What follows belongs to an exercise in optimizing a design on an open flow for small area, a short achievable clock period and few clock cycles per item; a production flow would make more cautious choices. Only simulation tests tie the RTL to the original design; equivalence was not proved.

==> flow/design.v <==
package rsti_pkg;
    localparam int MAX_DIGITS = 16;
    localparam int IDX_W      = 4;
    localparam int CNT_W      = 5;
    localparam int VAL_W      = 64;
    localparam int LO_W       = 32;
    localparam logic [7:0] CH_MINUS = 8'h2D;
    localparam logic [7:0] CH_PLUS  = 8'h2B;
    localparam logic [7:0] CH_SPACE = 8'h20;
    localparam logic [7:0] CH_LF    = 8'h0A;
    localparam logic [7:0] CH_TAB   = 8'h09;
    localparam logic [7:0] CH_CR    = 8'h0D;
    localparam logic [7:0] CH_VT    = 8'h0B;
    localparam logic [7:0] CH_FF    = 8'h0C;
    localparam logic [7:0] CH_NUL   = 8'h00;
    localparam logic [1:0] REG_RADIX       = 2'd0;
    localparam logic [1:0] REG_DIGIT_COUNT = 2'd1;
    localparam logic [1:0] REG_DIGITS_LOW  = 2'd2;
    localparam logic [1:0] REG_DIGITS_HIGH = 2'd3;
    localparam logic [4:0]  RST_RADIX       = 5'd10;
    localparam logic [4:0]  RST_DIGIT_COUNT = 5'd10;
    localparam logic [63:0] RST_DIGITS_LOW  = 64'h3736_3534_3332_3130;
    localparam logic [63:0] RST_DIGITS_HIGH = 64'h0000_0000_0000_3938;
    typedef enum logic [1:0] {
        PH_WS   = 2'd0,
        PH_SIGN = 2'd1,
        PH_DIG  = 2'd2,
        PH_DONE = 2'd3
    } t_phase;
    typedef struct packed {
        logic             first;
        logic             space;
        logic             minus;
        logic             plus;
        logic             hit;
        logic [3:0]       idx;
    } t_tok;
    function automatic logic [7:0] booth(input logic [4:0] r);
        logic one0, two0, neg0, one1, two1, neg1, one2, two2;
        one0 = r[0];
        two0 = r[1] && !r[0];
        neg0 = r[1];
        one1 = r[1] ^ r[2];
        two1 = (r[3:1] == 3'b011) || (r[3:1] == 3'b100);
        neg1 = r[3] && !(r[2] && r[1]);
        one2 = r[3] ^ r[4];
        two2 = r[3] && r[4];
        booth = {two2, one2, neg1, two1, one1, neg0, two0, one0};
    endfunction
endpackage
module rsti_front (
    input  logic                        i_clk,
    input  logic                        i_rst_n,
    input  logic                        i_valid,
    output logic                        o_ready,
    input  logic [7:0]                  i_ch,
    input  logic                        i_first,
    input  logic [rsti_pkg::CNT_W-1:0]  i_digit_count,
    input  logic [2*rsti_pkg::VAL_W-1:0] i_alphabet,
    output logic                        o_qvalid,
    output rsti_pkg::t_tok              o_qtok,
    input  logic                        i_qpop
);
    rsti_pkg::t_tok                     w_tok;
    rsti_pkg::t_tok                     r_tok;
    logic                               r_tvalid;
    logic [7:0]                         w_entry;
    logic                               w_big;
    logic                               w_nul;
    always_comb begin
        w_big       = i_digit_count[4];
        w_nul       = (i_ch == rsti_pkg::CH_NUL);
        w_tok.first = i_first;
        w_tok.space = (i_ch == rsti_pkg::CH_SPACE) || (i_ch == rsti_pkg::CH_LF) ||
                      (i_ch == rsti_pkg::CH_TAB) || (i_ch == rsti_pkg::CH_CR) ||
                      (i_ch == rsti_pkg::CH_VT) || (i_ch == rsti_pkg::CH_FF);
        w_tok.minus = (i_ch == rsti_pkg::CH_MINUS);
        w_tok.plus  = (i_ch == rsti_pkg::CH_PLUS);
        w_tok.hit   = 1'b0;
        w_tok.idx   = '0;
        w_entry     = '0;
        for (int k = rsti_pkg::MAX_DIGITS - 1; k >= 0; k--) begin
            w_entry = i_alphabet[8*k +: 8];
            if ((w_big || (4'(k) < i_digit_count[3:0])) && !w_nul && (w_entry == i_ch)) begin
                w_tok.hit = 1'b1;
                w_tok.idx = rsti_pkg::IDX_W'(k);
            end
        end
    end
    assign o_ready  = i_qpop;
    assign o_qvalid = r_tvalid;
    assign o_qtok   = r_tok;
    always_ff @(posedge i_clk) begin
        if (i_qpop) begin
            r_tok <= w_tok;
        end
    end
    always_ff @(posedge i_clk) begin
        if (!i_rst_n) begin
            r_tvalid <= 1'b0;
        end else if (i_qpop) begin
            r_tvalid <= i_valid;
        end
    end
endmodule
module rsti_back (
    input  logic                          i_clk,
    input  logic                          i_rst_n,
    input  logic                          i_qvalid,
    input  rsti_pkg::t_tok                i_qtok,
    output logic                          o_qpop,
    input  logic [7:0]                    i_booth,
    input  logic [4:0]                    i_rm1,
    output logic                          o_valid,
    input  logic                          i_ready,
    output logic signed [rsti_pkg::VAL_W-1:0] o_value
);
    localparam int LO_W = rsti_pkg::LO_W;
    localparam int HI_W = rsti_pkg::VAL_W - LO_W;
    rsti_pkg::t_phase               r_phase;
    rsti_pkg::t_phase               n_phase;
    rsti_pkg::t_phase               w_ph;
    logic                           r_par;
    logic                           n_par;
    logic                           w_par;
    logic [LO_W-1:0]                r_lo;
    logic [HI_W-1:0]                r_hi;
    logic [LO_W-1:0]                w_lo_mac;
    logic                           w_lo_c;
    logic [4:0]                     w_lo_ca;
    logic [4:0]                     w_lo_cb;
    logic [4:0]                     w_carry;
    logic [HI_W-1:0]                w_hi_mac;
    logic [5:0]                     w_f;
    logic [LO_W-1:0]                w_lo_ld;
    logic [HI_W-1:0]                w_hi_ld;
    logic [4:0]                     r_ca;
    logic [4:0]                     r_cb;
    logic                           r_c;
    logic                           r_hmac;
    logic                           r_oval;
    logic                           w_run;
    logic                           w_pop;
    logic                           w_pre;
    logic                           w_emit;
    logic                           w_dig;
    logic                           w_rz;
    logic                           w_mac;
    logic                           w_load;
    logic                           w_lo_load;
    logic                           w_lo_step;
    logic                           w_lo_keep;
    logic                           w_hi_step;
    logic                           w_hi_keep;
    logic [LO_W-1:0]                w_lo_next;
    logic [HI_W-1:0]                w_hi_next;
    assign w_run   = !r_oval || i_ready;
    assign w_pop   = i_qvalid && w_run;
    assign o_qpop  = w_run;
    assign o_valid = r_oval;
    assign o_value = {r_hi, r_lo} ^ {rsti_pkg::VAL_W{r_par}};
    always_comb begin
        w_ph   = i_qtok.first ? rsti_pkg::PH_WS : r_phase;
        w_par  = i_qtok.first ? 1'b0 : r_par;
        w_pre  = (w_ph == rsti_pkg::PH_WS) || (w_ph == rsti_pkg::PH_SIGN);
        w_emit = 1'b0;
        w_dig  = 1'b0;
        n_phase = w_ph;
        n_par   = w_par;
        if (w_ph == rsti_pkg::PH_DONE) begin
            n_phase = rsti_pkg::PH_DONE;
        end else if ((w_ph == rsti_pkg::PH_WS) && i_qtok.space) begin
            n_phase = rsti_pkg::PH_WS;
        end else if (w_pre && i_qtok.minus) begin
            n_phase = rsti_pkg::PH_SIGN;
            n_par   = ~w_par;
        end else if (w_pre && i_qtok.plus) begin
            n_phase = rsti_pkg::PH_SIGN;
        end else if (i_qtok.hit) begin
            w_dig   = 1'b1;
            n_phase = rsti_pkg::PH_DIG;
        end else begin
            w_emit  = 1'b1;
            n_phase = rsti_pkg::PH_DONE;
        end
    end
    always_comb begin
        w_rz    = !(i_booth[0] || i_booth[1] || i_booth[3] || i_booth[4] ||
                    i_booth[6] || i_booth[7]);
        w_mac   = w_dig && !i_qtok.first && !w_rz;
        w_load  = i_qtok.first || (w_pre && i_qtok.minus) || (w_dig && w_rz);
        w_f     = 6'(i_qtok.idx) + (r_par ? 6'(i_rm1) : 6'd0);
        if (w_dig) begin
            w_lo_ld = w_par ? {{(LO_W-4){i_qtok.idx == '0}}, i_qtok.idx - 4'd1}
                            : LO_W'(i_qtok.idx);
            w_hi_ld = {HI_W{w_par && (i_qtok.idx == '0)}};
        end else begin
            w_lo_ld = {LO_W{n_par}};
            w_hi_ld = {HI_W{n_par}};
        end
    end
    rsti_mac_lo u_mac_lo (
        .i_v (r_lo),
        .i_b (i_booth),
        .i_f (w_f),
        .o_y (w_lo_mac),
        .o_c (w_lo_c),
        .o_ca (w_lo_ca),
        .o_cb (w_lo_cb)
    );
    assign w_carry = r_ca + r_cb + 5'(r_c);
    rsti_mac_hi u_mac_hi (
        .i_v (r_hi),
        .i_b (i_booth),
        .i_c (w_carry),
        .o_y (w_hi_mac)
    );
    always_comb begin
        w_lo_load = w_pop && w_load;
        w_lo_step = w_pop && w_mac;
        w_lo_keep = !(w_lo_load || w_lo_step);
        w_hi_step = r_hmac && !w_lo_load;
        w_hi_keep = !(w_lo_load || w_hi_step);
        w_lo_next = ({LO_W{w_lo_load}} & w_lo_ld) | ({LO_W{w_lo_step}} & w_lo_mac) |
                    ({LO_W{w_lo_keep}} & r_lo);
        w_hi_next = ({HI_W{w_lo_load}} & w_hi_ld) | ({HI_W{w_hi_step}} & w_hi_mac) |
                    ({HI_W{w_hi_keep}} & r_hi);
    end
    always_ff @(posedge i_clk) begin
        r_lo <= w_lo_next;
        r_hi <= w_hi_next;
        r_ca <= w_lo_ca;
        r_cb <= w_lo_cb;
        r_c  <= w_lo_c;
    end
    always_ff @(posedge i_clk) begin
        if (!i_rst_n) begin
            r_phase <= rsti_pkg::PH_DONE;
            r_par   <= 1'b0;
            r_oval  <= 1'b0;
            r_hmac  <= 1'b0;
        end else begin
            if (w_pop && w_emit) begin
                r_oval <= 1'b1;
            end else if (i_ready) begin
                r_oval <= 1'b0;
            end
            if (w_pop) begin
                r_phase <= n_phase;
                r_par   <= n_par;
            end
            r_hmac <= w_pop && w_mac;
        end
    end
endmodule
module rsti_mac_lo (
    input  logic [31:0] i_v,
    input  logic [7:0] i_b,
    input  logic [5:0] i_f,
    output logic [31:0] o_y,
    output logic o_c,
    output logic [4:0] o_ca,
    output logic [4:0] o_cb
);
    logic t0;
    logic t1;
    logic t2;
    logic t3;
    logic t4;
    logic t5;
    logic t6;
    logic t7;
    logic t8;
    logic t9;
    logic t10;
    logic t11;
    logic t12;
    logic t13;
    logic t14;
    logic t15;
    logic t16;
    logic t17;
    logic t18;
    logic t19;
    logic t20;
    logic t21;
    logic t22;
    logic t23;
    logic t24;
    logic t25;
    logic t26;
    logic t27;
    logic t28;
    logic t29;
    logic t30;
    logic t31;
    logic t32;
    logic t33;
    logic t34;
    logic t35;
    logic t36;
    logic t37;
    logic t38;
    logic t39;
    logic t40;
    logic t41;
    logic t42;
    logic t43;
    logic t44;
    logic t45;
    logic t46;
    logic t47;
    logic t48;
    logic t49;
    logic t50;
    logic t51;
    logic t52;
    logic t53;
    logic t54;
    logic t55;
    logic t56;
    logic t57;
    logic t58;
    logic t59;
    logic t60;
    logic t61;
    logic t62;
    logic t63;
    logic t64;
    logic t65;
    logic t66;
    logic t67;
    logic t68;
    logic t69;
    logic t70;
    logic t71;
    logic t72;
    logic t73;
    logic t74;
    logic t75;
    logic t76;
    logic t77;
    logic t78;
    logic t79;
    logic t80;
    logic t81;
    logic t82;
    logic t83;
    logic t84;
    logic t85;
    logic t86;
    logic t87;
    logic t88;
    logic t89;
    logic t90;
    logic t91;
    logic t92;
    logic t93;
    logic t94;
    logic t95;
    logic t96;
    logic t97;
    logic t98;
    logic t99;
    logic t100;
    logic t101;
    logic t102;
    logic t103;
    logic t104;
    logic t105;
    logic t106;
    logic t107;
    logic t108;
    logic t109;
    logic t110;
    logic t111;
    logic t112;
    logic t113;
    logic t114;
    logic t115;
    logic t116;
    logic t117;
    logic t118;
    logic t119;
    logic t120;
    logic t121;
    logic t122;
    logic t123;
    logic t124;
    logic t125;
    logic t126;
    logic t127;
    logic t128;
    logic t129;
    logic t130;
    logic t131;
    logic t132;
    logic t133;
    logic t134;
    logic t135;
    logic t136;
    logic t137;
    logic t138;
    logic t139;
    logic t140;
    logic t141;
    logic t142;
    logic t143;
    logic t144;
    logic t145;
    logic t146;
    logic t147;
    logic t148;
    logic t149;
    logic t150;
    logic t151;
    logic t152;
    logic t153;
    logic t154;
    logic t155;
    logic t156;
    logic t157;
    logic t158;
    logic t159;
    logic t160;
    logic t161;
    logic t162;
    logic t163;
    logic t164;
    logic t165;
    logic t166;
    logic t167;
    logic t168;
    logic t169;
    logic t170;
    logic t171;
    logic t172;
    logic t173;
    logic t174;
    logic t175;
    logic t176;
    logic t177;
    logic t178;
    logic t179;
    logic t180;
    logic t181;
    logic t182;
    logic t183;
    logic t184;
    logic t185;
    logic t186;
    logic t187;
    logic t188;
    logic t189;
    logic t190;
    logic t191;
    logic t192;
    logic t193;
    logic t194;
    logic t195;
    logic t196;
    logic t197;
    logic t198;
    logic t199;
    logic t200;
    logic t201;
    logic t202;
    logic t203;
    logic t204;
    logic t205;
    logic t206;
    logic t207;
    logic t208;
    logic t209;
    logic t210;
    logic t211;
    logic t212;
    logic t213;
    logic t214;
    logic t215;
    logic t216;
    logic t217;
    logic t218;
    logic t219;
    logic t220;
    logic t221;
    logic t222;
    logic t223;
    logic t224;
    logic t225;
    logic t226;
    logic t227;
    logic t228;
    logic t229;
    logic t230;
    logic t231;
    logic t232;
    logic t233;
    logic t234;
    logic t235;
    logic t236;
    logic t237;
    logic t238;
    logic t239;
    logic t240;
    logic t241;
    logic t242;
    assign t0 = ((i_b[0] & i_v[0])) ^ i_b[2];
    assign t1 = ((i_b[0] & i_v[1]) | (i_b[1] & i_v[0])) ^ i_b[2];
    assign t2 = ((i_b[0] & i_v[2]) | (i_b[1] & i_v[1])) ^ i_b[2];
    assign t3 = ((i_b[0] & i_v[3]) | (i_b[1] & i_v[2])) ^ i_b[2];
    assign t4 = ((i_b[0] & i_v[4]) | (i_b[1] & i_v[3])) ^ i_b[2];
    assign t5 = ((i_b[0] & i_v[5]) | (i_b[1] & i_v[4])) ^ i_b[2];
    assign t6 = ((i_b[0] & i_v[6]) | (i_b[1] & i_v[5])) ^ i_b[2];
    assign t7 = ((i_b[0] & i_v[7]) | (i_b[1] & i_v[6])) ^ i_b[2];
    assign t8 = ((i_b[0] & i_v[8]) | (i_b[1] & i_v[7])) ^ i_b[2];
    assign t9 = ((i_b[0] & i_v[9]) | (i_b[1] & i_v[8])) ^ i_b[2];
    assign t10 = ((i_b[0] & i_v[10]) | (i_b[1] & i_v[9])) ^ i_b[2];
    assign t11 = ((i_b[0] & i_v[11]) | (i_b[1] & i_v[10])) ^ i_b[2];
    assign t12 = ((i_b[0] & i_v[12]) | (i_b[1] & i_v[11])) ^ i_b[2];
    assign t13 = ((i_b[0] & i_v[13]) | (i_b[1] & i_v[12])) ^ i_b[2];
    assign t14 = ((i_b[0] & i_v[14]) | (i_b[1] & i_v[13])) ^ i_b[2];
    assign t15 = ((i_b[0] & i_v[15]) | (i_b[1] & i_v[14])) ^ i_b[2];
    assign t16 = ((i_b[0] & i_v[16]) | (i_b[1] & i_v[15])) ^ i_b[2];
    assign t17 = ((i_b[0] & i_v[17]) | (i_b[1] & i_v[16])) ^ i_b[2];
    assign t18 = ((i_b[0] & i_v[18]) | (i_b[1] & i_v[17])) ^ i_b[2];
    assign t19 = ((i_b[0] & i_v[19]) | (i_b[1] & i_v[18])) ^ i_b[2];
    assign t20 = ((i_b[0] & i_v[20]) | (i_b[1] & i_v[19])) ^ i_b[2];
    assign t21 = ((i_b[0] & i_v[21]) | (i_b[1] & i_v[20])) ^ i_b[2];
    assign t22 = ((i_b[0] & i_v[22]) | (i_b[1] & i_v[21])) ^ i_b[2];
    assign t23 = ((i_b[0] & i_v[23]) | (i_b[1] & i_v[22])) ^ i_b[2];
    assign t24 = ((i_b[0] & i_v[24]) | (i_b[1] & i_v[23])) ^ i_b[2];
    assign t25 = ((i_b[0] & i_v[25]) | (i_b[1] & i_v[24])) ^ i_b[2];
    assign t26 = ((i_b[0] & i_v[26]) | (i_b[1] & i_v[25])) ^ i_b[2];
    assign t27 = ((i_b[0] & i_v[27]) | (i_b[1] & i_v[26])) ^ i_b[2];
    assign t28 = ((i_b[0] & i_v[28]) | (i_b[1] & i_v[27])) ^ i_b[2];
    assign t29 = ((i_b[0] & i_v[29]) | (i_b[1] & i_v[28])) ^ i_b[2];
    assign t30 = ((i_b[0] & i_v[30]) | (i_b[1] & i_v[29])) ^ i_b[2];
    assign t31 = ((i_b[0] & i_v[31]) | (i_b[1] & i_v[30])) ^ i_b[2];
    assign t32 = ((i_b[1] & i_v[31])) ^ i_b[2];
    assign t33 = ((i_b[3] & i_v[0])) ^ i_b[5];
    assign t34 = ((i_b[3] & i_v[1]) | (i_b[4] & i_v[0])) ^ i_b[5];
    assign t35 = ((i_b[3] & i_v[2]) | (i_b[4] & i_v[1])) ^ i_b[5];
    assign t36 = ((i_b[3] & i_v[3]) | (i_b[4] & i_v[2])) ^ i_b[5];
    assign t37 = ((i_b[3] & i_v[4]) | (i_b[4] & i_v[3])) ^ i_b[5];
    assign t38 = ((i_b[3] & i_v[5]) | (i_b[4] & i_v[4])) ^ i_b[5];
    assign t39 = ((i_b[3] & i_v[6]) | (i_b[4] & i_v[5])) ^ i_b[5];
    assign t40 = ((i_b[3] & i_v[7]) | (i_b[4] & i_v[6])) ^ i_b[5];
    assign t41 = ((i_b[3] & i_v[8]) | (i_b[4] & i_v[7])) ^ i_b[5];
    assign t42 = ((i_b[3] & i_v[9]) | (i_b[4] & i_v[8])) ^ i_b[5];
    assign t43 = ((i_b[3] & i_v[10]) | (i_b[4] & i_v[9])) ^ i_b[5];
    assign t44 = ((i_b[3] & i_v[11]) | (i_b[4] & i_v[10])) ^ i_b[5];
    assign t45 = ((i_b[3] & i_v[12]) | (i_b[4] & i_v[11])) ^ i_b[5];
    assign t46 = ((i_b[3] & i_v[13]) | (i_b[4] & i_v[12])) ^ i_b[5];
    assign t47 = ((i_b[3] & i_v[14]) | (i_b[4] & i_v[13])) ^ i_b[5];
    assign t48 = ((i_b[3] & i_v[15]) | (i_b[4] & i_v[14])) ^ i_b[5];
    assign t49 = ((i_b[3] & i_v[16]) | (i_b[4] & i_v[15])) ^ i_b[5];
    assign t50 = ((i_b[3] & i_v[17]) | (i_b[4] & i_v[16])) ^ i_b[5];
    assign t51 = ((i_b[3] & i_v[18]) | (i_b[4] & i_v[17])) ^ i_b[5];
    assign t52 = ((i_b[3] & i_v[19]) | (i_b[4] & i_v[18])) ^ i_b[5];
    assign t53 = ((i_b[3] & i_v[20]) | (i_b[4] & i_v[19])) ^ i_b[5];
    assign t54 = ((i_b[3] & i_v[21]) | (i_b[4] & i_v[20])) ^ i_b[5];
    assign t55 = ((i_b[3] & i_v[22]) | (i_b[4] & i_v[21])) ^ i_b[5];
    assign t56 = ((i_b[3] & i_v[23]) | (i_b[4] & i_v[22])) ^ i_b[5];
    assign t57 = ((i_b[3] & i_v[24]) | (i_b[4] & i_v[23])) ^ i_b[5];
    assign t58 = ((i_b[3] & i_v[25]) | (i_b[4] & i_v[24])) ^ i_b[5];
    assign t59 = ((i_b[3] & i_v[26]) | (i_b[4] & i_v[25])) ^ i_b[5];
    assign t60 = ((i_b[3] & i_v[27]) | (i_b[4] & i_v[26])) ^ i_b[5];
    assign t61 = ((i_b[3] & i_v[28]) | (i_b[4] & i_v[27])) ^ i_b[5];
    assign t62 = ((i_b[3] & i_v[29]) | (i_b[4] & i_v[28])) ^ i_b[5];
    assign t63 = ((i_b[3] & i_v[30]) | (i_b[4] & i_v[29])) ^ i_b[5];
    assign t64 = ((i_b[3] & i_v[31]) | (i_b[4] & i_v[30])) ^ i_b[5];
    assign t65 = ((i_b[4] & i_v[31])) ^ i_b[5];
    assign t66 = (i_b[6] & i_v[0]);
    assign t67 = (i_b[6] & i_v[1]) | (i_b[7] & i_v[0]);
    assign t68 = (i_b[6] & i_v[2]) | (i_b[7] & i_v[1]);
    assign t69 = (i_b[6] & i_v[3]) | (i_b[7] & i_v[2]);
    assign t70 = (i_b[6] & i_v[4]) | (i_b[7] & i_v[3]);
    assign t71 = (i_b[6] & i_v[5]) | (i_b[7] & i_v[4]);
    assign t72 = (i_b[6] & i_v[6]) | (i_b[7] & i_v[5]);
    assign t73 = (i_b[6] & i_v[7]) | (i_b[7] & i_v[6]);
    assign t74 = (i_b[6] & i_v[8]) | (i_b[7] & i_v[7]);
    assign t75 = (i_b[6] & i_v[9]) | (i_b[7] & i_v[8]);
    assign t76 = (i_b[6] & i_v[10]) | (i_b[7] & i_v[9]);
    assign t77 = (i_b[6] & i_v[11]) | (i_b[7] & i_v[10]);
    assign t78 = (i_b[6] & i_v[12]) | (i_b[7] & i_v[11]);
    assign t79 = (i_b[6] & i_v[13]) | (i_b[7] & i_v[12]);
    assign t80 = (i_b[6] & i_v[14]) | (i_b[7] & i_v[13]);
    assign t81 = (i_b[6] & i_v[15]) | (i_b[7] & i_v[14]);
    assign t82 = (i_b[6] & i_v[16]) | (i_b[7] & i_v[15]);
    assign t83 = (i_b[6] & i_v[17]) | (i_b[7] & i_v[16]);
    assign t84 = (i_b[6] & i_v[18]) | (i_b[7] & i_v[17]);
    assign t85 = (i_b[6] & i_v[19]) | (i_b[7] & i_v[18]);
    assign t86 = (i_b[6] & i_v[20]) | (i_b[7] & i_v[19]);
    assign t87 = (i_b[6] & i_v[21]) | (i_b[7] & i_v[20]);
    assign t88 = (i_b[6] & i_v[22]) | (i_b[7] & i_v[21]);
    assign t89 = (i_b[6] & i_v[23]) | (i_b[7] & i_v[22]);
    assign t90 = (i_b[6] & i_v[24]) | (i_b[7] & i_v[23]);
    assign t91 = (i_b[6] & i_v[25]) | (i_b[7] & i_v[24]);
    assign t92 = (i_b[6] & i_v[26]) | (i_b[7] & i_v[25]);
    assign t93 = (i_b[6] & i_v[27]) | (i_b[7] & i_v[26]);
    assign t94 = (i_b[6] & i_v[28]) | (i_b[7] & i_v[27]);
    assign t95 = (i_b[6] & i_v[29]) | (i_b[7] & i_v[28]);
    assign t96 = (i_b[6] & i_v[30]) | (i_b[7] & i_v[29]);
    assign t97 = (i_b[6] & i_v[31]) | (i_b[7] & i_v[30]);
    assign t98 = (i_b[7] & i_v[31]);
    assign t99 = t2 ^ t33;
    assign t100 = t2 & t33;
    assign t101 = t3 ^ t34;
    assign t102 = t3 & t34;
    assign t103 = t4 ^ t35 ^ t66;
    assign t104 = (t4 & t35) | (t4 & t66) | (t35 & t66);
    assign t105 = t5 ^ t36 ^ t67;
    assign t106 = (t5 & t36) | (t5 & t67) | (t36 & t67);
    assign t107 = t6 ^ t37;
    assign t108 = t6 & t37;
    assign t109 = t7 ^ t38;
    assign t110 = t7 & t38;
    assign t111 = t8 ^ t39;
    assign t112 = t8 & t39;
    assign t113 = t9 ^ t40;
    assign t114 = t9 & t40;
    assign t115 = t10 ^ t41;
    assign t116 = t10 & t41;
    assign t117 = t11 ^ t42;
    assign t118 = t11 & t42;
    assign t119 = t12 ^ t43;
    assign t120 = t12 & t43;
    assign t121 = t13 ^ t44;
    assign t122 = t13 & t44;
    assign t123 = t14 ^ t45;
    assign t124 = t14 & t45;
    assign t125 = t15 ^ t46;
    assign t126 = t15 & t46;
    assign t127 = t16 ^ t47;
    assign t128 = t16 & t47;
    assign t129 = t17 ^ t48;
    assign t130 = t17 & t48;
    assign t131 = t18 ^ t49;
    assign t132 = t18 & t49;
    assign t133 = t19 ^ t50;
    assign t134 = t19 & t50;
    assign t135 = t20 ^ t51;
    assign t136 = t20 & t51;
    assign t137 = t21 ^ t52;
    assign t138 = t21 & t52;
    assign t139 = t22 ^ t53;
    assign t140 = t22 & t53;
    assign t141 = t23 ^ t54;
    assign t142 = t23 & t54;
    assign t143 = t24 ^ t55;
    assign t144 = t24 & t55;
    assign t145 = t25 ^ t56;
    assign t146 = t25 & t56;
    assign t147 = t26 ^ t57;
    assign t148 = t26 & t57;
    assign t149 = t27 ^ t58;
    assign t150 = t27 & t58;
    assign t151 = t28 ^ t59;
    assign t152 = t28 & t59;
    assign t153 = t29 ^ t60;
    assign t154 = t29 & t60;
    assign t155 = t30 ^ t61;
    assign t156 = t30 & t61;
    assign t157 = t31 ^ t62;
    assign t158 = t31 & t62;
    assign t159 = t32 ^ t63;
    assign t160 = t32 & t63;
    assign t161 = i_b[2] ^ t64;
    assign t162 = i_b[2] & t64;
    assign t163 = i_b[2] ^ t65;
    assign t164 = i_b[2] & t65;
    assign t165 = i_b[2] ^ i_b[5];
    assign t166 = i_b[2] & i_b[5];
    assign t167 = i_b[2] ^ i_b[5];
    assign t168 = i_b[2] & i_b[5];
    assign t169 = t0 ^ i_b[2];
    assign t170 = t0 & i_b[2];
    assign t171 = t1 ^ i_f[1];
    assign t172 = t1 & i_f[1];
    assign t173 = t99 ^ i_b[5] ^ i_f[2];
    assign t174 = (t99 & i_b[5]) | (t99 & i_f[2]) | (i_b[5] & i_f[2]);
    assign t175 = t100 ^ t101 ^ i_f[3];
    assign t176 = (t100 & t101) | (t100 & i_f[3]) | (t101 & i_f[3]);
    assign t177 = t102 ^ t103 ^ i_f[4];
    assign t178 = (t102 & t103) | (t102 & i_f[4]) | (t103 & i_f[4]);
    assign t179 = t104 ^ t105 ^ i_f[5];
    assign t180 = (t104 & t105) | (t104 & i_f[5]) | (t105 & i_f[5]);
    assign t181 = t106 ^ t107 ^ t68;
    assign t182 = (t106 & t107) | (t106 & t68) | (t107 & t68);
    assign t183 = t108 ^ t109 ^ t69;
    assign t184 = (t108 & t109) | (t108 & t69) | (t109 & t69);
    assign t185 = t110 ^ t111 ^ t70;
    assign t186 = (t110 & t111) | (t110 & t70) | (t111 & t70);
    assign t187 = t112 ^ t113 ^ t71;
    assign t188 = (t112 & t113) | (t112 & t71) | (t113 & t71);
    assign t189 = t114 ^ t115 ^ t72;
    assign t190 = (t114 & t115) | (t114 & t72) | (t115 & t72);
    assign t191 = t116 ^ t117 ^ t73;
    assign t192 = (t116 & t117) | (t116 & t73) | (t117 & t73);
    assign t193 = t118 ^ t119 ^ t74;
    assign t194 = (t118 & t119) | (t118 & t74) | (t119 & t74);
    assign t195 = t120 ^ t121 ^ t75;
    assign t196 = (t120 & t121) | (t120 & t75) | (t121 & t75);
    assign t197 = t122 ^ t123 ^ t76;
    assign t198 = (t122 & t123) | (t122 & t76) | (t123 & t76);
    assign t199 = t124 ^ t125 ^ t77;
    assign t200 = (t124 & t125) | (t124 & t77) | (t125 & t77);
    assign t201 = t126 ^ t127 ^ t78;
    assign t202 = (t126 & t127) | (t126 & t78) | (t127 & t78);
    assign t203 = t128 ^ t129 ^ t79;
    assign t204 = (t128 & t129) | (t128 & t79) | (t129 & t79);
    assign t205 = t130 ^ t131 ^ t80;
    assign t206 = (t130 & t131) | (t130 & t80) | (t131 & t80);
    assign t207 = t132 ^ t133 ^ t81;
    assign t208 = (t132 & t133) | (t132 & t81) | (t133 & t81);
    assign t209 = t134 ^ t135 ^ t82;
    assign t210 = (t134 & t135) | (t134 & t82) | (t135 & t82);
    assign t211 = t136 ^ t137 ^ t83;
    assign t212 = (t136 & t137) | (t136 & t83) | (t137 & t83);
    assign t213 = t138 ^ t139 ^ t84;
    assign t214 = (t138 & t139) | (t138 & t84) | (t139 & t84);
    assign t215 = t140 ^ t141 ^ t85;
    assign t216 = (t140 & t141) | (t140 & t85) | (t141 & t85);
    assign t217 = t142 ^ t143 ^ t86;
    assign t218 = (t142 & t143) | (t142 & t86) | (t143 & t86);
    assign t219 = t144 ^ t145 ^ t87;
    assign t220 = (t144 & t145) | (t144 & t87) | (t145 & t87);
    assign t221 = t146 ^ t147 ^ t88;
    assign t222 = (t146 & t147) | (t146 & t88) | (t147 & t88);
    assign t223 = t148 ^ t149 ^ t89;
    assign t224 = (t148 & t149) | (t148 & t89) | (t149 & t89);
    assign t225 = t150 ^ t151 ^ t90;
    assign t226 = (t150 & t151) | (t150 & t90) | (t151 & t90);
    assign t227 = t152 ^ t153 ^ t91;
    assign t228 = (t152 & t153) | (t152 & t91) | (t153 & t91);
    assign t229 = t154 ^ t155 ^ t92;
    assign t230 = (t154 & t155) | (t154 & t92) | (t155 & t92);
    assign t231 = t156 ^ t157 ^ t93;
    assign t232 = (t156 & t157) | (t156 & t93) | (t157 & t93);
    assign t233 = t158 ^ t159 ^ t94;
    assign t234 = (t158 & t159) | (t158 & t94) | (t159 & t94);
    assign t235 = t160 ^ t161 ^ t95;
    assign t236 = (t160 & t161) | (t160 & t95) | (t161 & t95);
    assign t237 = t162 ^ t163 ^ t96;
    assign t238 = (t162 & t163) | (t162 & t96) | (t163 & t96);
    assign t239 = t164 ^ t165 ^ t97;
    assign t240 = (t164 & t165) | (t164 & t97) | (t165 & t97);
    assign t241 = t166 ^ t167 ^ t98;
    assign t242 = (t166 & t167) | (t166 & t98) | (t167 & t98);
    assign {o_c, o_y} = {1'b0, t230, t228, t226, t224, t222, t220, t218, t216, t214, t212, t210, t208, t206, t204, t202, t200, t198, t196, t194, t192, t190, t188, t186, t184, t182, t180, t178, t176, t174, t172, t170, t169} + {1'b0, t231, t229, t227, t225, t223, t221, t219, t217, t215, t213, t211, t209, t207, t205, t203, t201, t199, t197, t195, t193, t191, t189, t187, t185, t183, t181, t179, t177, t175, t173, t171, i_f[0]};
    assign o_ca = {t240, t238, t236, t234, t232};
    assign o_cb = {t241, t239, t237, t235, t233};
endmodule
module rsti_mac_hi (
    input  logic [31:0] i_v,
    input  logic [7:0] i_b,
    input  logic [4:0] i_c,
    output logic [31:0] o_y
);
    logic t0;
    logic t1;
    logic t2;
    logic t3;
    logic t4;
    logic t5;
    logic t6;
    logic t7;
    logic t8;
    logic t9;
    logic t10;
    logic t11;
    logic t12;
    logic t13;
    logic t14;
    logic t15;
    logic t16;
    logic t17;
    logic t18;
    logic t19;
    logic t20;
    logic t21;
    logic t22;
    logic t23;
    logic t24;
    logic t25;
    logic t26;
    logic t27;
    logic t28;
    logic t29;
    logic t30;
    logic t31;
    logic t32;
    logic t33;
    logic t34;
    logic t35;
    logic t36;
    logic t37;
    logic t38;
    logic t39;
    logic t40;
    logic t41;
    logic t42;
    logic t43;
    logic t44;
    logic t45;
    logic t46;
    logic t47;
    logic t48;
    logic t49;
    logic t50;
    logic t51;
    logic t52;
    logic t53;
    logic t54;
    logic t55;
    logic t56;
    logic t57;
    logic t58;
    logic t59;
    logic t60;
    logic t61;
    logic t62;
    logic t63;
    logic t64;
    logic t65;
    logic t66;
    logic t67;
    logic t68;
    logic t69;
    logic t70;
    logic t71;
    logic t72;
    logic t73;
    logic t74;
    logic t75;
    logic t76;
    logic t77;
    logic t78;
    logic t79;
    logic t80;
    logic t81;
    logic t82;
    logic t83;
    logic t84;
    logic t85;
    logic t86;
    logic t87;
    logic t88;
    logic t89;
    logic t90;
    logic t91;
    logic t92;
    logic t93;
    logic t94;
    logic t95;
    logic t96;
    logic t97;
    logic t98;
    logic t99;
    logic t100;
    logic t101;
    logic t102;
    logic t103;
    logic t104;
    logic t105;
    logic t106;
    logic t107;
    logic t108;
    logic t109;
    logic t110;
    logic t111;
    logic t112;
    logic t113;
    logic t114;
    logic t115;
    logic t116;
    logic t117;
    logic t118;
    logic t119;
    logic t120;
    logic t121;
    logic t122;
    logic t123;
    logic t124;
    logic t125;
    logic t126;
    logic t127;
    logic t128;
    logic t129;
    logic t130;
    logic t131;
    logic t132;
    logic t133;
    logic t134;
    logic t135;
    logic t136;
    logic t137;
    logic t138;
    logic t139;
    logic t140;
    logic t141;
    logic t142;
    logic t143;
    logic t144;
    logic t145;
    logic t146;
    logic t147;
    logic t148;
    logic t149;
    logic t150;
    logic t151;
    logic t152;
    logic t153;
    logic t154;
    logic t155;
    logic t156;
    logic t157;
    logic t158;
    logic t159;
    logic t160;
    logic t161;
    logic t162;
    logic t163;
    logic t164;
    logic t165;
    logic t166;
    logic t167;
    logic t168;
    logic t169;
    logic t170;
    logic t171;
    logic t172;
    logic t173;
    logic t174;
    logic t175;
    logic t176;
    logic t177;
    logic t178;
    logic t179;
    logic t180;
    logic t181;
    logic t182;
    logic t183;
    logic t184;
    logic t185;
    logic t186;
    logic t187;
    logic t188;
    logic t189;
    logic t190;
    logic t191;
    logic t192;
    logic t193;
    logic t194;
    logic t195;
    logic t196;
    logic t197;
    logic t198;
    logic t199;
    logic t200;
    logic t201;
    logic t202;
    logic t203;
    logic t204;
    logic t205;
    logic t206;
    logic t207;
    logic t208;
    logic t209;
    logic t210;
    logic t211;
    logic t212;
    logic t213;
    assign t0 = ((i_b[0] & i_v[0])) ^ i_b[2];
    assign t1 = ((i_b[0] & i_v[1]) | (i_b[1] & i_v[0])) ^ i_b[2];
    assign t2 = ((i_b[0] & i_v[2]) | (i_b[1] & i_v[1])) ^ i_b[2];
    assign t3 = ((i_b[0] & i_v[3]) | (i_b[1] & i_v[2])) ^ i_b[2];
    assign t4 = ((i_b[0] & i_v[4]) | (i_b[1] & i_v[3])) ^ i_b[2];
    assign t5 = ((i_b[0] & i_v[5]) | (i_b[1] & i_v[4])) ^ i_b[2];
    assign t6 = ((i_b[0] & i_v[6]) | (i_b[1] & i_v[5])) ^ i_b[2];
    assign t7 = ((i_b[0] & i_v[7]) | (i_b[1] & i_v[6])) ^ i_b[2];
    assign t8 = ((i_b[0] & i_v[8]) | (i_b[1] & i_v[7])) ^ i_b[2];
    assign t9 = ((i_b[0] & i_v[9]) | (i_b[1] & i_v[8])) ^ i_b[2];
    assign t10 = ((i_b[0] & i_v[10]) | (i_b[1] & i_v[9])) ^ i_b[2];
    assign t11 = ((i_b[0] & i_v[11]) | (i_b[1] & i_v[10])) ^ i_b[2];
    assign t12 = ((i_b[0] & i_v[12]) | (i_b[1] & i_v[11])) ^ i_b[2];
    assign t13 = ((i_b[0] & i_v[13]) | (i_b[1] & i_v[12])) ^ i_b[2];
    assign t14 = ((i_b[0] & i_v[14]) | (i_b[1] & i_v[13])) ^ i_b[2];
    assign t15 = ((i_b[0] & i_v[15]) | (i_b[1] & i_v[14])) ^ i_b[2];
    assign t16 = ((i_b[0] & i_v[16]) | (i_b[1] & i_v[15])) ^ i_b[2];
    assign t17 = ((i_b[0] & i_v[17]) | (i_b[1] & i_v[16])) ^ i_b[2];
    assign t18 = ((i_b[0] & i_v[18]) | (i_b[1] & i_v[17])) ^ i_b[2];
    assign t19 = ((i_b[0] & i_v[19]) | (i_b[1] & i_v[18])) ^ i_b[2];
    assign t20 = ((i_b[0] & i_v[20]) | (i_b[1] & i_v[19])) ^ i_b[2];
    assign t21 = ((i_b[0] & i_v[21]) | (i_b[1] & i_v[20])) ^ i_b[2];
    assign t22 = ((i_b[0] & i_v[22]) | (i_b[1] & i_v[21])) ^ i_b[2];
    assign t23 = ((i_b[0] & i_v[23]) | (i_b[1] & i_v[22])) ^ i_b[2];
    assign t24 = ((i_b[0] & i_v[24]) | (i_b[1] & i_v[23])) ^ i_b[2];
    assign t25 = ((i_b[0] & i_v[25]) | (i_b[1] & i_v[24])) ^ i_b[2];
    assign t26 = ((i_b[0] & i_v[26]) | (i_b[1] & i_v[25])) ^ i_b[2];
    assign t27 = ((i_b[0] & i_v[27]) | (i_b[1] & i_v[26])) ^ i_b[2];
    assign t28 = ((i_b[0] & i_v[28]) | (i_b[1] & i_v[27])) ^ i_b[2];
    assign t29 = ((i_b[0] & i_v[29]) | (i_b[1] & i_v[28])) ^ i_b[2];
    assign t30 = ((i_b[0] & i_v[30]) | (i_b[1] & i_v[29])) ^ i_b[2];
    assign t31 = ((i_b[0] & i_v[31]) | (i_b[1] & i_v[30])) ^ i_b[2];
    assign t32 = ((i_b[3] & i_v[0])) ^ i_b[5];
    assign t33 = ((i_b[3] & i_v[1]) | (i_b[4] & i_v[0])) ^ i_b[5];
    assign t34 = ((i_b[3] & i_v[2]) | (i_b[4] & i_v[1])) ^ i_b[5];
    assign t35 = ((i_b[3] & i_v[3]) | (i_b[4] & i_v[2])) ^ i_b[5];
    assign t36 = ((i_b[3] & i_v[4]) | (i_b[4] & i_v[3])) ^ i_b[5];
    assign t37 = ((i_b[3] & i_v[5]) | (i_b[4] & i_v[4])) ^ i_b[5];
    assign t38 = ((i_b[3] & i_v[6]) | (i_b[4] & i_v[5])) ^ i_b[5];
    assign t39 = ((i_b[3] & i_v[7]) | (i_b[4] & i_v[6])) ^ i_b[5];
    assign t40 = ((i_b[3] & i_v[8]) | (i_b[4] & i_v[7])) ^ i_b[5];
    assign t41 = ((i_b[3] & i_v[9]) | (i_b[4] & i_v[8])) ^ i_b[5];
    assign t42 = ((i_b[3] & i_v[10]) | (i_b[4] & i_v[9])) ^ i_b[5];
    assign t43 = ((i_b[3] & i_v[11]) | (i_b[4] & i_v[10])) ^ i_b[5];
    assign t44 = ((i_b[3] & i_v[12]) | (i_b[4] & i_v[11])) ^ i_b[5];
    assign t45 = ((i_b[3] & i_v[13]) | (i_b[4] & i_v[12])) ^ i_b[5];
    assign t46 = ((i_b[3] & i_v[14]) | (i_b[4] & i_v[13])) ^ i_b[5];
    assign t47 = ((i_b[3] & i_v[15]) | (i_b[4] & i_v[14])) ^ i_b[5];
    assign t48 = ((i_b[3] & i_v[16]) | (i_b[4] & i_v[15])) ^ i_b[5];
    assign t49 = ((i_b[3] & i_v[17]) | (i_b[4] & i_v[16])) ^ i_b[5];
    assign t50 = ((i_b[3] & i_v[18]) | (i_b[4] & i_v[17])) ^ i_b[5];
    assign t51 = ((i_b[3] & i_v[19]) | (i_b[4] & i_v[18])) ^ i_b[5];
    assign t52 = ((i_b[3] & i_v[20]) | (i_b[4] & i_v[19])) ^ i_b[5];
    assign t53 = ((i_b[3] & i_v[21]) | (i_b[4] & i_v[20])) ^ i_b[5];
    assign t54 = ((i_b[3] & i_v[22]) | (i_b[4] & i_v[21])) ^ i_b[5];
    assign t55 = ((i_b[3] & i_v[23]) | (i_b[4] & i_v[22])) ^ i_b[5];
    assign t56 = ((i_b[3] & i_v[24]) | (i_b[4] & i_v[23])) ^ i_b[5];
    assign t57 = ((i_b[3] & i_v[25]) | (i_b[4] & i_v[24])) ^ i_b[5];
    assign t58 = ((i_b[3] & i_v[26]) | (i_b[4] & i_v[25])) ^ i_b[5];
    assign t59 = ((i_b[3] & i_v[27]) | (i_b[4] & i_v[26])) ^ i_b[5];
    assign t60 = ((i_b[3] & i_v[28]) | (i_b[4] & i_v[27])) ^ i_b[5];
    assign t61 = ((i_b[3] & i_v[29]) | (i_b[4] & i_v[28])) ^ i_b[5];
    assign t62 = (i_b[6] & i_v[0]);
    assign t63 = (i_b[6] & i_v[1]) | (i_b[7] & i_v[0]);
    assign t64 = (i_b[6] & i_v[2]) | (i_b[7] & i_v[1]);
    assign t65 = (i_b[6] & i_v[3]) | (i_b[7] & i_v[2]);
    assign t66 = (i_b[6] & i_v[4]) | (i_b[7] & i_v[3]);
    assign t67 = (i_b[6] & i_v[5]) | (i_b[7] & i_v[4]);
    assign t68 = (i_b[6] & i_v[6]) | (i_b[7] & i_v[5]);
    assign t69 = (i_b[6] & i_v[7]) | (i_b[7] & i_v[6]);
    assign t70 = (i_b[6] & i_v[8]) | (i_b[7] & i_v[7]);
    assign t71 = (i_b[6] & i_v[9]) | (i_b[7] & i_v[8]);
    assign t72 = (i_b[6] & i_v[10]) | (i_b[7] & i_v[9]);
    assign t73 = (i_b[6] & i_v[11]) | (i_b[7] & i_v[10]);
    assign t74 = (i_b[6] & i_v[12]) | (i_b[7] & i_v[11]);
    assign t75 = (i_b[6] & i_v[13]) | (i_b[7] & i_v[12]);
    assign t76 = (i_b[6] & i_v[14]) | (i_b[7] & i_v[13]);
    assign t77 = (i_b[6] & i_v[15]) | (i_b[7] & i_v[14]);
    assign t78 = (i_b[6] & i_v[16]) | (i_b[7] & i_v[15]);
    assign t79 = (i_b[6] & i_v[17]) | (i_b[7] & i_v[16]);
    assign t80 = (i_b[6] & i_v[18]) | (i_b[7] & i_v[17]);
    assign t81 = (i_b[6] & i_v[19]) | (i_b[7] & i_v[18]);
    assign t82 = (i_b[6] & i_v[20]) | (i_b[7] & i_v[19]);
    assign t83 = (i_b[6] & i_v[21]) | (i_b[7] & i_v[20]);
    assign t84 = (i_b[6] & i_v[22]) | (i_b[7] & i_v[21]);
    assign t85 = (i_b[6] & i_v[23]) | (i_b[7] & i_v[22]);
    assign t86 = (i_b[6] & i_v[24]) | (i_b[7] & i_v[23]);
    assign t87 = (i_b[6] & i_v[25]) | (i_b[7] & i_v[24]);
    assign t88 = (i_b[6] & i_v[26]) | (i_b[7] & i_v[25]);
    assign t89 = (i_b[6] & i_v[27]) | (i_b[7] & i_v[26]);
    assign t90 = t2 ^ t32;
    assign t91 = t2 & t32;
    assign t92 = t3 ^ t33;
    assign t93 = t3 & t33;
    assign t94 = t4 ^ t34 ^ t62;
    assign t95 = (t4 & t34) | (t4 & t62) | (t34 & t62);
    assign t96 = t5 ^ t35;
    assign t97 = t5 & t35;
    assign t98 = t6 ^ t36;
    assign t99 = t6 & t36;
    assign t100 = t7 ^ t37;
    assign t101 = t7 & t37;
    assign t102 = t8 ^ t38;
    assign t103 = t8 & t38;
    assign t104 = t9 ^ t39;
    assign t105 = t9 & t39;
    assign t106 = t10 ^ t40;
    assign t107 = t10 & t40;
    assign t108 = t11 ^ t41;
    assign t109 = t11 & t41;
    assign t110 = t12 ^ t42;
    assign t111 = t12 & t42;
    assign t112 = t13 ^ t43;
    assign t113 = t13 & t43;
    assign t114 = t14 ^ t44;
    assign t115 = t14 & t44;
    assign t116 = t15 ^ t45;
    assign t117 = t15 & t45;
    assign t118 = t16 ^ t46;
    assign t119 = t16 & t46;
    assign t120 = t17 ^ t47;
    assign t121 = t17 & t47;
    assign t122 = t18 ^ t48;
    assign t123 = t18 & t48;
    assign t124 = t19 ^ t49;
    assign t125 = t19 & t49;
    assign t126 = t20 ^ t50;
    assign t127 = t20 & t50;
    assign t128 = t21 ^ t51;
    assign t129 = t21 & t51;
    assign t130 = t22 ^ t52;
    assign t131 = t22 & t52;
    assign t132 = t23 ^ t53;
    assign t133 = t23 & t53;
    assign t134 = t24 ^ t54;
    assign t135 = t24 & t54;
    assign t136 = t25 ^ t55;
    assign t137 = t25 & t55;
    assign t138 = t26 ^ t56;
    assign t139 = t26 & t56;
    assign t140 = t27 ^ t57;
    assign t141 = t27 & t57;
    assign t142 = t28 ^ t58;
    assign t143 = t28 & t58;
    assign t144 = t29 ^ t59;
    assign t145 = t29 & t59;
    assign t146 = t30 ^ t60;
    assign t147 = t30 & t60;
    assign t148 = t31 ^ t61;
    assign t149 = t31 & t61;
    assign t150 = t0 ^ i_b[2];
    assign t151 = t0 & i_b[2];
    assign t152 = t1 ^ i_c[1];
    assign t153 = t1 & i_c[1];
    assign t154 = t90 ^ i_b[5] ^ i_c[2];
    assign t155 = (t90 & i_b[5]) | (t90 & i_c[2]) | (i_b[5] & i_c[2]);
    assign t156 = t91 ^ t92 ^ i_c[3];
    assign t157 = (t91 & t92) | (t91 & i_c[3]) | (t92 & i_c[3]);
    assign t158 = t93 ^ t94 ^ i_c[4];
    assign t159 = (t93 & t94) | (t93 & i_c[4]) | (t94 & i_c[4]);
    assign t160 = t95 ^ t96 ^ t63;
    assign t161 = (t95 & t96) | (t95 & t63) | (t96 & t63);
    assign t162 = t97 ^ t98 ^ t64;
    assign t163 = (t97 & t98) | (t97 & t64) | (t98 & t64);
    assign t164 = t99 ^ t100 ^ t65;
    assign t165 = (t99 & t100) | (t99 & t65) | (t100 & t65);
    assign t166 = t101 ^ t102 ^ t66;
    assign t167 = (t101 & t102) | (t101 & t66) | (t102 & t66);
    assign t168 = t103 ^ t104 ^ t67;
    assign t169 = (t103 & t104) | (t103 & t67) | (t104 & t67);
    assign t170 = t105 ^ t106 ^ t68;
    assign t171 = (t105 & t106) | (t105 & t68) | (t106 & t68);
    assign t172 = t107 ^ t108 ^ t69;
    assign t173 = (t107 & t108) | (t107 & t69) | (t108 & t69);
    assign t174 = t109 ^ t110 ^ t70;
    assign t175 = (t109 & t110) | (t109 & t70) | (t110 & t70);
    assign t176 = t111 ^ t112 ^ t71;
    assign t177 = (t111 & t112) | (t111 & t71) | (t112 & t71);
    assign t178 = t113 ^ t114 ^ t72;
    assign t179 = (t113 & t114) | (t113 & t72) | (t114 & t72);
    assign t180 = t115 ^ t116 ^ t73;
    assign t181 = (t115 & t116) | (t115 & t73) | (t116 & t73);
    assign t182 = t117 ^ t118 ^ t74;
    assign t183 = (t117 & t118) | (t117 & t74) | (t118 & t74);
    assign t184 = t119 ^ t120 ^ t75;
    assign t185 = (t119 & t120) | (t119 & t75) | (t120 & t75);
    assign t186 = t121 ^ t122 ^ t76;
    assign t187 = (t121 & t122) | (t121 & t76) | (t122 & t76);
    assign t188 = t123 ^ t124 ^ t77;
    assign t189 = (t123 & t124) | (t123 & t77) | (t124 & t77);
    assign t190 = t125 ^ t126 ^ t78;
    assign t191 = (t125 & t126) | (t125 & t78) | (t126 & t78);
    assign t192 = t127 ^ t128 ^ t79;
    assign t193 = (t127 & t128) | (t127 & t79) | (t128 & t79);
    assign t194 = t129 ^ t130 ^ t80;
    assign t195 = (t129 & t130) | (t129 & t80) | (t130 & t80);
    assign t196 = t131 ^ t132 ^ t81;
    assign t197 = (t131 & t132) | (t131 & t81) | (t132 & t81);
    assign t198 = t133 ^ t134 ^ t82;
    assign t199 = (t133 & t134) | (t133 & t82) | (t134 & t82);
    assign t200 = t135 ^ t136 ^ t83;
    assign t201 = (t135 & t136) | (t135 & t83) | (t136 & t83);
    assign t202 = t137 ^ t138 ^ t84;
    assign t203 = (t137 & t138) | (t137 & t84) | (t138 & t84);
    assign t204 = t139 ^ t140 ^ t85;
    assign t205 = (t139 & t140) | (t139 & t85) | (t140 & t85);
    assign t206 = t141 ^ t142 ^ t86;
    assign t207 = (t141 & t142) | (t141 & t86) | (t142 & t86);
    assign t208 = t143 ^ t144 ^ t87;
    assign t209 = (t143 & t144) | (t143 & t87) | (t144 & t87);
    assign t210 = t145 ^ t146 ^ t88;
    assign t211 = (t145 & t146) | (t145 & t88) | (t146 & t88);
    assign t212 = t147 ^ t148 ^ t89;
    assign t213 = (t147 & t148) | (t147 & t89) | (t148 & t89);
    assign o_y = {t211, t209, t207, t205, t203, t201, t199, t197, t195, t193, t191, t189, t187, t185, t183, t181, t179, t177, t175, t173, t171, t169, t167, t165, t163, t161, t159, t157, t155, t153, t151, t150} + {t212, t210, t208, t206, t204, t202, t200, t198, t196, t194, t192, t190, t188, t186, t184, t182, t180, t178, t176, t174, t172, t170, t168, t166, t164, t162, t160, t158, t156, t154, t152, i_c[0]};
endmodule
module radix_string_to_integer_unit (
    input  logic                              i_clk,
    input  logic                              i_rst_n,
    input  logic                              i_valid,
    output logic                              o_ready,
    input  logic [7:0]                        i_ch,
    input  logic                              i_first,
    output logic                              o_valid,
    input  logic                              i_ready,
    output logic signed [rsti_pkg::VAL_W-1:0] o_value,
    input  logic                              i_cfg_we,
    input  logic [1:0]                        i_cfg_idx,
    input  logic [rsti_pkg::VAL_W-1:0]        i_cfg_data
);
    logic [7:0]                  r_booth;
    logic [4:0]                  r_rm1;
    logic [rsti_pkg::CNT_W-1:0]  r_digit_count;
    logic [rsti_pkg::VAL_W-1:0]  r_digits_low;
    logic [rsti_pkg::VAL_W-1:0]  r_digits_high;
    logic                        w_qvalid;
    rsti_pkg::t_tok              w_qtok;
    logic                        w_qpop;
    always_ff @(posedge i_clk) begin
        if (!i_rst_n) begin
            r_booth       <= rsti_pkg::booth(rsti_pkg::RST_RADIX);
            r_rm1         <= rsti_pkg::RST_RADIX - 5'd1;
            r_digit_count <= rsti_pkg::RST_DIGIT_COUNT;
            r_digits_low  <= rsti_pkg::RST_DIGITS_LOW;
            r_digits_high <= rsti_pkg::RST_DIGITS_HIGH;
        end else if (i_cfg_we) begin
            case (i_cfg_idx)
                rsti_pkg::REG_RADIX: begin
                    r_booth <= rsti_pkg::booth(i_cfg_data[4:0]);
                    r_rm1   <= i_cfg_data[4:0] - 5'd1;
                end
                rsti_pkg::REG_DIGIT_COUNT: r_digit_count <= i_cfg_data[4:0];
                rsti_pkg::REG_DIGITS_LOW:  r_digits_low  <= i_cfg_data;
                rsti_pkg::REG_DIGITS_HIGH: r_digits_high <= i_cfg_data;
                default: begin
                end
            endcase
        end
    end
    rsti_front u_front (
        .i_clk         (i_clk),
        .i_rst_n       (i_rst_n),
        .i_valid       (i_valid),
        .o_ready       (o_ready),
        .i_ch          (i_ch),
        .i_first       (i_first),
        .i_digit_count (r_digit_count),
        .i_alphabet    ({r_digits_high, r_digits_low}),
        .o_qvalid      (w_qvalid),
        .o_qtok        (w_qtok),
        .i_qpop        (w_qpop)
    );
    rsti_back u_back (
        .i_clk    (i_clk),
        .i_rst_n  (i_rst_n),
        .i_qvalid (w_qvalid),
        .i_qtok   (w_qtok),
        .o_qpop   (w_qpop),
        .i_booth  (r_booth),
        .i_rm1    (r_rm1),
        .o_valid  (o_valid),
        .i_ready  (i_ready),
        .o_value  (o_value)
    );
endmodule
==> flow/constraint.sdc <==
create_clock -name core_clock -period 6.5 [get_ports {i_clk}]
set_input_delay 1.3000 -clock core_clock [delete_from_list [all_inputs] [get_ports {i_clk}]]
set_output_delay 1.3000 -clock core_clock [all_outputs]
set_load 0.01 [all_outputs]
==> flow/flow/run.sh <==
#!/bin/bash
# Own flow: the standard layout (standard.sh, unchanged synthesis), with
# two changes:
#  - every input and output port still gets its own buffer, but a plain
#    sky130_fd_sc_hd__buf_1 rather than the delay cell buffer_ports picks by
#    itself;
#  - clock tree synthesis adds no dummy loads and drives the register
#    clusters with sky130_fd_sc_hd__clkbuf_4 (the tree above them is as
#    usual).
# standard.sh's output goes to standard.log; each ORFS step keeps its own log
# under orfs/logs/.
set -euo pipefail
bash standard.sh "BUFFER_PORTS_ARGS=-buffer_cell sky130_fd_sc_hd__buf_1" \
  "CTS_ARGS=-sink_clustering_enable -repair_clock_nets -dont_use_dummy_load -sink_clustering_buffer sky130_fd_sc_hd__clkbuf_4" \
  finish > standard.log 2>&1
==> flow/config.mk <==
export PLATFORM = sky130hd
export DESIGN_NAME = radix_string_to_integer_unit
export DESIGN_NICKNAME = radix_string_to_integer_unit
export VERILOG_FILES = /design/flow/design.v
export SDC_FILE = /design/flow/constraint.sdc
export NUM_CORES = 4
export LEC_CHECK = 0
export ABC_AREA = 1
export CAP_MARGIN = 20
export CORE_MARGIN = 2
export CORE_UTILIZATION = 52
export PLACE_DENSITY = 0.7
export SETUP_SLACK_MARGIN = 2.5
export SLEW_MARGIN = 20
==> flow/standard.sh <==
#!/bin/bash
# synth_recipe.tcl (not shown) runs the flow's synth.tcl, then flattens the netlist and writes it again
# the make line also repeats each setting of config.mk as NAME=value (left out here)
make -C /OpenROAD-flow-scripts/flow DESIGN_CONFIG=/design/flow/config.mk WORK_HOME=/design/flow/orfs CLKGATE_MAP_FILE= SYNTH_SCRIPT=/design/flow/synth_recipe.tcl "${@:-finish}"
==> results of run 1 <==
-- cell families after synthesis --
family                   after synthesis  share of synthesized area (%)
AO/OA/AOI/OAI                        687                           20.7
adder cells (fa/ha/maj)              210                           16.3
XOR/XNOR                             281                           12.7
AND/OR/NAND/NOR                      761                           16.7
buffers and inverters                425                           8.65
flip-flops                           236                           24.9
-- tightest hold or removal path, delay by kind of cell, from the launching register on --
family | cells | cell delay [ns]
buffers and inverters | 1 | 0.06
AOI/OAI and AO/OA | 1 | 0.05
DFF | 1 | 0.30
-- metal layers --
metal / global-route usage [%] / wire length, µm / vias to the layer above
met5: 0 / 0 / -
met4: 13.9 / 2610 / 0
met3: 5.90 / 5050 / 189
met2: 53.4 / 30400 / 884
met1: 38.0 / 25400 / 9021
li1: - / - / 9161
-- worst min-delay path by stage --
stage / startpoint / endpoint / slack (ns)
after floorplan: r_rm1[0] / r_rm1[0] / 0.43
after CTS: r_digits_high[52] / r_digits_high[52] / 0.47
final: r_digits_high[41] / r_digits_high[41] / 0.47
after global placement: r_rm1[0] / r_rm1[0] / 0.45
after detailed placement: r_rm1[0] / r_rm1[0] / 0.45
after global routing: r_digits_low[23] / r_digits_low[23] / 0.48
-- area by class of cell --
| class | count | area share, % |
|---|---|---|
| Clock buffer | 71 | 3.17 |
| Inverter | 292 | 5.39 |
| Multi-Input combinational cell | 1939 | 60.9 |
| Sequential cell | 236 | 22.2 |
| Tap cell | 468 | 2.68 |
| Timing Repair Buffer | 213 | 5.35 |
| Timing Repair inverter | 7 | 0.316 |
-- sequential cells by signal, summed over array words and instances, names as in the netlist --
name / cells
u_back.r_oval: 1
r_digits_low: 64
u_back.r_par: 1
r_rm1: 5
r_digit_count: 5
u_back.r_phase: 2
u_back.r_hi: 32
u_back.r_hmac: 1
r_digits_high: 64
u_front.r_tok: 9
u_back.r_c: 1
u_back.r_ca: 5
r_booth: 8
u_front.r_tvalid: 1
u_back.r_lo: 32
u_back.r_cb: 5
-- Yosys cell counts (all sizes together) (7+ instances only) --
cell type,count
o21a,7
nand4,37
o221ai,21
a21oi,195
fa,70
nand3,80
clkbuf,89
xor2,254
or2,11
a31oi,13
inv,287
dfxtp,227
o211ai,46
edfxtp,9
nand2,395
nor4,19
nor3,28
buf,44
o21ai,195
ha,139
o22ai,180
xnor2,27
nor2,185
-- repair_timing --
action,in CTS,in global routing
endpoints found under the setup margin,51,40
cloned,1,7
gates resized for setup,35,106
buffers inserted,9,32
hold buffers,0,0
pin swaps,0,43
==> metrics.cfg, run 1 <==
[die]
start_util_pct = 52.9
fp.dieH_um = 197
fp.dieW_um = 197
die-area_mm2 = 0.0388
core-area_mm2 = 0.0366
io_pins = 146
rows = 70

[finish]
final_common_cell = nand2_1
diodes = 0
synthToLayoutAreaGrowth_pct = 12.7
final_layout_size_suffix_gt1_share_pct = 10.2
multi_input_area_mm2 = 0.0133
final_cell_area_mm2 = 0.0218
fillers = 3466
nets = 3049
mostFrequentLayoutCells = nand2_1, inv_1, xor2_1, dfxtp_1, a21oi_1
utilization_pct = 59.6
seqCellArea_mm2 = 0.00484
final_cells = 3226

[clock_network]
cts.sinks = 236
cts.clk_slew.worst_paths_ns = 0.05
htree_levels = 3
clk_path_buf_depth = 3
clk-insertion-delay-late_ns = 0.56
cts_inserted_buffers = 71
cts_tree = yes
cts_root_buf = clkbuf_16

[worst_setup_path]
crit_chain = clkinv_16, buf_12, o22ai_4, xor2_2, fa_1, fa_1, inv_2, ha_4, a21o_1, a21oi_2, o21ai_2, a21oi_1, inv_1, nand2_1, nand2_2, nand2_2, o21ai_2, a21oi_1, o21ai_1, nand3_1
critPathLaunchType = flop
cp_top_family = adder cells
cp_num_buf_inv = 4
r2r-start = r_booth[0]
r2r_slack_ns = 2.58
path_depth = 20
crit_type = reg2reg
arrival_ns = 4.28
end_kind = flop
ff2ff_path_depth = 20
startpoint = r_booth[0]
crit_end = u_back.r_hi[21]
r2r-end = u_back.r_hi[21]
critPathMaxFanout = 7
slowest_stage = fa_1
crit_path_max_incr_delay_ns = 0.56
cp.required_ns = 6.86

[timing]
rsz0062_at_grt = yes
worst_slew_pin_slew_ns = 1.04
setup_tns_ns = 0
clock-skew-final_ns = 0.0471
max_freq_ghz = 0.255
fin_crit_ns = 3.92
setup_viol = 0
period_share_pct = 60.3
fin_hold_ws_ns = 0.467
finalMaxSlewViolations = 0
hold_viol_final = 0
maxSlewHeadroom_pct = 30.5
fin_ws_ns = 2.58

[detailed_routing]
final_antenna_net_count = 0
drt-total-wl_mm = 63.5
vias = 19300
route.detailed.drc = 0
drt_iter0_markers = 1721
routedWlPerCell_um = 19.7
via_per_inst = 5.97
dr.pass1.iters = 6

[yosys]
ys_seq_area_share_pct = 24.9
synth_flop_cell = dfxtp_1
syn_inst = 2600
yosys_warnings = 3
syn_area_per_cell_um2 = 7.44
yosys.cell_types.count = 58
synth_edf_count = 9
yosys-top-cells-area = dfxtp_1, xor2_1, ha_1, nand2_1, fa_1
synth_fp_nets = 2889
ys_seq_elements = 236
yosys.area.top_type = dfxtp_1
async_flop_share_pct = 0
syn-cell-area_mm2 = 0.0193
synth_top_area_share_pct = 23.5

[hold_path]
whs_path_depth = 2
hold_class = reg2reg

[placement]
gp_congestion = 1.00
pre_cts_ws_ns = 1.72
port_buffers = 145
place_area_mm2 = 0.0201
hpwl_mm = 41.0
post-place-cells = 3106

[status]
outcome = no timing/DRC/antenna violations

[global_route]
overflow = 0
grt_antenna_before_repair = 0
grtUsageTotal_pct = 31.1
grt_max_degree = 89
grt_pass1_wl_mm = 96.4
first_global_vias = 18700

[flow_run]
maxCapViolations = 0

Testbench counts, summed over its fixed seeds: cycles 18,815, items 18,783.
==> run 2: changes to the inputs <==
--- a/flow/config.mk
+++ b/flow/config.mk
@@ -8,7 +8,7 @@
 export ABC_AREA = 1
 export CAP_MARGIN = 20
 export CORE_MARGIN = 2
-export CORE_UTILIZATION = 52
-export PLACE_DENSITY = 0.7
+export CORE_UTILIZATION = 57
+export PLACE_DENSITY = 0.72
 export SETUP_SLACK_MARGIN = 2.5
 export SLEW_MARGIN = 20
==> metrics.cfg, run 2 <==
[placement]
gp_congestion = 0.957  ; -4.7%
pre_cts_ws_ns = 1.74  ; +0.0197 ns
place_area_mm2 = 0.0201  ; -0.22%
hpwl_mm = 40.4  ; -1.6%
port_buffers = 145  ; unchanged

[clock_network]
clk_path_buf_depth = 3  ; unchanged
htree_levels = 3  ; unchanged
cts_root_buf = clkbuf_16
cts_hold_buf = 0  ; unchanged
cts_tree = yes
cts.clk_slew.worst_paths_ns = 0.07  ; +0.02 ns
cts.sinks = 236  ; unchanged
clk-insertion-delay-late_ns = 0.53  ; -0.03 ns
cts_inserted_buffers = 68  ; -4.2%

[timing]
clock-skew-final_ns = 0.0355  ; -0.0116 ns
setup_tns_ns = 0  ; unchanged
maxSlewHeadroom_pct = 27.4  ; -3.0 points
period_share_pct = 60.5  ; +0.20 points
worst_slew_pin_slew_ns = 1.08  ; +0.0411 ns
hold_viol_final = 0  ; unchanged
fin_crit_ns = 3.93  ; +0.0130 ns
fin_ws_ns = 2.57  ; -0.0130 ns
setup_viol = 0  ; unchanged
finalMaxSlewViolations = 0  ; unchanged
rsz0062_at_grt = yes
max_freq_ghz = 0.254  ; -0.33%

[global_route]
grt_antenna_before_repair = 1  ; +1
grt_max_degree = 128  ; +44%
overflow = 0  ; unchanged
grt_pass1_wl_mm = 94.6  ; -1.9%
grtUsageTotal_pct = 33.0  ; +1.8 points
first_global_vias = 18500  ; -0.72%

[yosys]
ys_seq_elements = 236  ; unchanged
ys_seq_area_share_pct = 24.9  ; unchanged
synth_fp_nets = 2889  ; unchanged
yosys-top-cells-area = dfxtp_1, xor2_1, ha_1, nand2_1, fa_1
yosys_warnings = 3  ; unchanged
synth_top_area_share_pct = 23.5  ; unchanged
synth_edf_count = 9  ; unchanged
yosys.area.top_type = dfxtp_1
synth_flop_cell = dfxtp_1
syn_inst = 2600  ; unchanged
syn_area_per_cell_um2 = 7.44  ; unchanged
synth_common_cells = nand2_1, inv_1, xor2_1, dfxtp_1, a21oi_1
syn-cell-area_mm2 = 0.0193  ; unchanged
yosysMostFrequentCell = nand2_1
yosys.cell_types.count = 58  ; unchanged
async_flop_share_pct = 0  ; unchanged

[detailed_routing]
vias = 19300  ; +0.083%
routedWlPerCell_um = 19.2  ; -2.4%
final_antenna_net_count = 0  ; unchanged
route.detailed.drc = 0  ; unchanged
via_per_inst = 6.03  ; +1.1%
drt-total-wl_mm = 61.4  ; -3.4%
drt_iter0_markers = 1686  ; -2.0%
dr.pass1.iters = 8  ; +2

[worst_setup_path]
arrival_ns = 4.30  ; +0.02 ns
critPathMaxFanout = 4  ; -3
crit_chain = nand2_1, inv_1, ha_1, inv_1, fa_2, xnor2_2, fa_1, ha_1, nand3_1, nand2_1, a21oi_2, or2_4, nand2_2, nand2_1, nand2_2, nand2_1, inv_2, nor2_4, o21bai_4, nand2_1, nand2_1, nand2_1, nand3_1, nand3_1
cp.required_ns = 6.87  ; about the same
slowest_stage = fa_1
cp_top_family = adder cells
crit_type = reg2reg
cp_num_buf_inv = 3  ; -1
end_kind = flop
crit_path_max_incr_delay_ns = 0.51  ; -0.05 ns
critPathLaunchType = flop
crit_top_cell = nand2_1

[finish]
fillers = 3021  ; -13%
mostFrequentLayoutCells = nand2_1, inv_1, xor2_1, dfxtp_1, a21oi_1
final_layout_size_suffix_gt1_share_pct = 9.32  ; -0.90 points
synthToLayoutAreaGrowth_pct = 12.3
final_common_cell = nand2_1
largest_registers = r_digits_high x64, r_digits_low x64
diodes = 0  ; unchanged
final_cell_area_mm2 = 0.0217  ; -0.38%
nets = 3037  ; -0.39%

[die]
start_util_pct = 57.8  ; +5.0 points
fp.dieW_um = 188  ; -4.4%
rows = 67  ; -4.3%
core-area_mm2 = 0.0334  ; -8.6%
io_pins = 146  ; unchanged
fp.dieH_um = 188  ; -4.4%
die-area_mm2 = 0.0354  ; -8.6%

[hold_path]
hold_class = reg2reg

[flow_run]
maxCapViolations = 0  ; unchanged

[status]
outcome = no timing/DRC/antenna violations

==> run 2: cell counts after synthesis <==
Identical to the previous run, type by type.
==> run 2: what timing repair did <==
action,4_1_cts,5_1_grt
resized for setup,44,98
hold endpoints to repair,0,0
setup endpoints to repair,51,36
gates cloned,1,7
setup buffers,10,24
pin swaps,4,29
==> run 2: area by class of cell <==
class	count	area, µm²	share of cell area (%)
timing repair inverter	8	81.3	0.374
multi-input combinational	1939	13300	61.1
inverter	292	1200	5.55
tap	448	561	2.58
clock buffer	68	668	3.07
timing repair buffer	203	1100	5.06
sequential	236	4840	22.3
==> run 2: through the flow <==
stage	util, %	instances	hold WS, ns
finish	65.0	3194	0.457
global route	65.0	3194	0.478
CTS	62.9	3163	0.460
detailed placement	60.1	3084	0.444
global placement	60.1	3084	0.434
floorplan	-	2600	0.427
==> run 2: final timing paths <==
check / startpoint / endpoint / cells past startpoint / slack [ns]
worst max-delay path: r_rm1[0] / u_back.r_lo[29] / 24 / 2.57
worst min-delay path: r_digits_high[61] / r_digits_high[61] / 2 / 0.46
worst max register to register: r_rm1[0] / u_back.r_lo[29] / 24 / 2.57
worst min register to register: r_digits_high[61] / r_digits_high[61] / 2 / 0.46
==> run 2: worst min-delay path, stage by stage (launching register included) <==
cell,delay [ns]
dfxtp_1,0.30
inv_1,0.06
a21oi_1,0.05
==> run 2: per-layer routing <==
metal  up-vias  share of wire (%)  global-route usage (%)
met5         -              0.021                       0
met4         2                5.3                    18.5
met3       229                7.9                    5.27
met2       921                 47                    54.6
met1      8981                 40                    41.0
li1       9138                  -                       -
==> run 2: cell families (layout without fill, tap and decap cells) <==
family          Yosys count  count (layout)  synth area share [%]
buf+inv                 425             571                  8.65
compound gates          687             687                  20.7
fa+ha+maj               210             210                  16.3
flops                   236             236                  24.9
xor+xnor                281             281                  12.7
simple gates            761             761                  16.7

## port drivers added, routing unchanged
Ports are ideal in the flow. The routed layouts listed here were re-timed in OpenROAD. Step 1 (the two cells are an assumption about what drives the block):
set clk [get_ports {i_clk}]
set_driving_cell -lib_cell sky130_fd_sc_hd__clkbuf_16 $clk
set_driving_cell -lib_cell sky130_fd_sc_hd__buf_2 [delete_from_list [all_inputs] $clk]
Step 2, shift: input delay + t, output delay - t, t = (earliest + latest rising clock arrival at the registers) / 2. This alone moves slack from input paths to output paths. a / b / c = no drivers / after step 1 / after step 2; a / b = the first two.
run	t, ns	setup slack, ns	hold slack, ns
run 1	0.586	2.582 / 2.582 / 2.481	0.467 / 0.467 / 0.467
run 2	0.570	2.569 / 2.569 / 2.569	0.457 / 0.457 / 0.457
After both steps every run listed still meets setup and hold. For run 1, which loses most, drivers alone change the setup slack by 0.000 ns; drivers and shift together by -0.101 ns.
